This is an optimization exercise on Yosys and OpenROAD, whose aim is small area, a short achievable clock period and few clock cycles per item, not a production implementation.
The RTL was checked by simulation tests, not by an equivalence proof against the original design.
Power figures rest on the tool's default switching activity, not on a simulated workload.

Design pi_current_loop_pwm, start of the top module:
module pi_current_loop_pwm (
    input  logic                              i_clk,
    input  logic                              i_rst_n,
    input  logic                              i_in_valid,
    output logic                              i_in_ready,
    input  logic [picl_pkg::CUR_W-1:0]        i_in_raw_current,
    input  logic [picl_pkg::CUR_W-1:0]        i_in_current_target,
    input  logic [picl_pkg::PWM_W-1:0]        i_in_throttle_level,
    input  logic [picl_pkg::CUR_W-1:0]        i_in_current_ceiling,
    input  logic                              i_in_other_fault,
    output logic                              o_out_valid,
    input  logic                              o_out_ready,
    output logic [picl_pkg::PWM_W-1:0]        o_out_duty_width,
    output logic [picl_pkg::SR_W-1:0]         o_out_sr_width,
    output logic                              o_out_vref_flag,
    output logic [picl_pkg::FB_W-1:0]         o_out_norm_current,
    output logic [picl_pkg::CUR_W-1:0]        o_out_peak_current,
    output logic [picl_pkg::AVG_W-1:0]        o_out_pwm_average,
    output logic                              o_out_fault_off,
    input  logic                              psel,
    input  logic                              penable,
    input  logic                              pwrite,
    input  logic [picl_pkg::CFG_ADDR_W-1:0]   paddr,
    input  logic [picl_pkg::CFG_DATA_W-1:0]   pwdata,
    output logic [picl_pkg::CFG_DATA_W-1:0]   prdata,
    output logic                              pready
);
clock: 19.0 ns
lec_check: 0
cap_margin: 20
core_margin: 2
core_utilization: 65
cts_cluster_diameter: 160
cts_cluster_size: 20
slew_margin: 20
standard.sh (not shown) runs the stock make flow with config.mk's settings and CLKGATE_MAP_FILE= SYNTH_SCRIPT=/design/flow/synth_recipe.tcl, a recipe that flattens the netlist after the stock synthesis.
==> flow/flow/run.sh <==
#!/bin/bash
# Standard ORFS layout, with the repair steps asked to leave extra setup
# slack (the clock constraint itself is the design's, unchanged).
set -euo pipefail
export SETUP_SLACK_MARGIN=${PICL_SETUP_MARGIN:-14}
bash standard.sh > standard.log 2>&1
Testbench counts at the start, summed over its fixed seeds: cycles 15,840, items 15,360.
Then changed:
- CTS_CLUSTER_DIAMETER: 160 -> 120
- CTS_CLUSTER_SIZE: 20 -> 24
The changed run passed the timing, design-rule and antenna checks; final area hardly moves; area after synthesis stays the same; setup slack improved by 0.014 ns; global-route usage drops by 0.23 points; count of clock-buffer cells in the layout fell by 7; synthesized cell count is unchanged; via count stays flat; wire length went down by 0.44%; fmax hardly moves; first-iteration DRC count fell by 11%.
Then changed:
- CTS_CLUSTER_DIAMETER: 120 -> 70
- CTS_CLUSTER_SIZE: 24 -> 30
What happened: Global-route usage stays flat. Power grows by 4.9%. Clock-buffer cell count shrinks by 3. Synthesized cell count stays the same. Routed wire length grows by 0.50%. Utilization grows by 0.98 points.
Then changed:
==> flow/flow/run.sh (replaced) <==
#!/bin/bash
# Standard ORFS layout, with the repair steps asked to leave extra setup
# slack (the clock constraint itself is the design's, unchanged).
set -euo pipefail
export SETUP_SLACK_MARGIN=${PICL_SETUP_MARGIN:-13.7}
bash standard.sh > standard.log 2>&1
- CORE_UTILIZATION: 65 -> 55
- CTS_CLUSTER_DIAMETER: 70 -> unset
- CTS_CLUSTER_SIZE: 30 -> unset
The changed run produced a clean layout. Die area is higher by 18%. Clock-buffer cell count is higher by 36. Total power is higher by 2.0%. Synthesized area does not change.

* * *

## run 1
pi_current_loop_pwm again, from the RTL that the note above started with.
Settings: LEC_CHECK=0, CAP_MARGIN=20, CORE_MARGIN=2, CORE_UTILIZATION=65, CTS_CLUSTER_DIAMETER=90, CTS_CLUSTER_SIZE=26, SLEW_MARGIN=20; clock period 19.0 ns.
==> flow/flow/run.sh <==
#!/bin/bash
# Standard ORFS layout, with the repair steps asked to leave extra setup
# slack (the clock constraint itself is the design's, unchanged).
set -euo pipefail
export SETUP_SLACK_MARGIN=${PICL_SETUP_MARGIN:-14}
bash standard.sh > standard.log 2>&1
Testbench counts of run 1, summed over its fixed seeds: cycles 15,840, items 15,360.
Input-level comparison between run 2 and run 1:
- CTS_CLUSTER_SIZE: 26 -> unset
- CORE_UTILIZATION: 65 -> 72
- CTS_CLUSTER_DIAMETER: 90 -> unset
## What came out
Compared to run 1, run 2 leaves less free space in the core. In the reports for run 2 and run 1, the smaller combinational fraction of design power belongs to run 2. [compare] base=run 1 new=run 2: fmax now sits lower, clock skew essentially unchanged, count of clock-buffer cells in the layout shows an increase of 91%, area added between synthesis and finish higher, setup slack fell 0.017 ns. Relative slew slack: lower on run 2.
For run 3, these inputs were changed with respect to run 2:
- CORE_UTILIZATION now 55, was 72
==> comparison <==
Between run 3 and run 2, the difference in total nets after synthesis is negligible. Clock network fraction of total power came out lower on run 3 than on run 2. The lower non-clock buffer count came out of run 2. Cmp run 3 vs run 2: share of cells above drive strength 1 higher in run 3. Compared with run 2, run 3 ends up with more cell area. Final cycle utilization of the critical path across run 3 and run 2: no real change.
What run 4 does differently from run 3 at the input level:
- swapping 55 for 65 in CORE_UTILIZATION
Results
- Having completed the whole flow, run 4 delivered a layout that passed the timing, design-rule and antenna checks.
- Die size: run 4 is under run 3
- Compared with run 3, run 4 ends up with less cell area.
- The area fraction of clock buffers and clock inverters of run 4 and that of run 3 are within noise of each other.
- On time the final worst path needs with I/O delays and setup, the higher figure sits with run 3, not run 4.
- Going from run 3 to run 4, detailed-route wire length now smaller, net count of the finished layout down 0.48%, cell count down 2.8%.

==> port drivers added, routing unchanged <==
Ports are ideal in the flow. The routed layouts listed here were re-timed in OpenROAD. Step 1, drivers: a clkbuf_16 drives i_clk and a buf_2 each remaining input, both assumed. Step 2 also shifts input and output timing later by t, the mid clock arrival at the registers, as if the neighbouring blocks saw the same clock. a / b / c = ideal ports / drivers / drivers and shift; a / b = the first two.
| run | t (ns) | setup slack, ns | worst setup path at the end |
|---|---|---|---|
| the first run of note 1 | 0.683 | 13.967 / 13.902 / 13.345 | input to register |
| the second run of note 1 | 0.667 | 13.981 / 13.914 / 13.402 | input to register |
| the third run of note 1 | 0.708 | 13.913 / 13.846 / 13.363 | input to register |
| the fourth run of note 1 | 0.682 | 13.745 / 13.679 / 13.124 | input to register |
| run 1 | 0.674 | 13.968 / 13.902 / 13.369 | input to register |
| run 2 | 0.694 | 13.951 / 13.888 / 13.356 | input to register |
| run 3 | 0.704 | 13.944 / 13.873 / 13.350 | input to register |
| run 4 | 0.688 | 13.950 / 13.882 / 13.315 | input to register |
After both steps setup and hold are still met in every run listed. The setup slack of run 4, which loses most, moves by -0.068 ns with the drivers and by -0.635 ns with both steps.
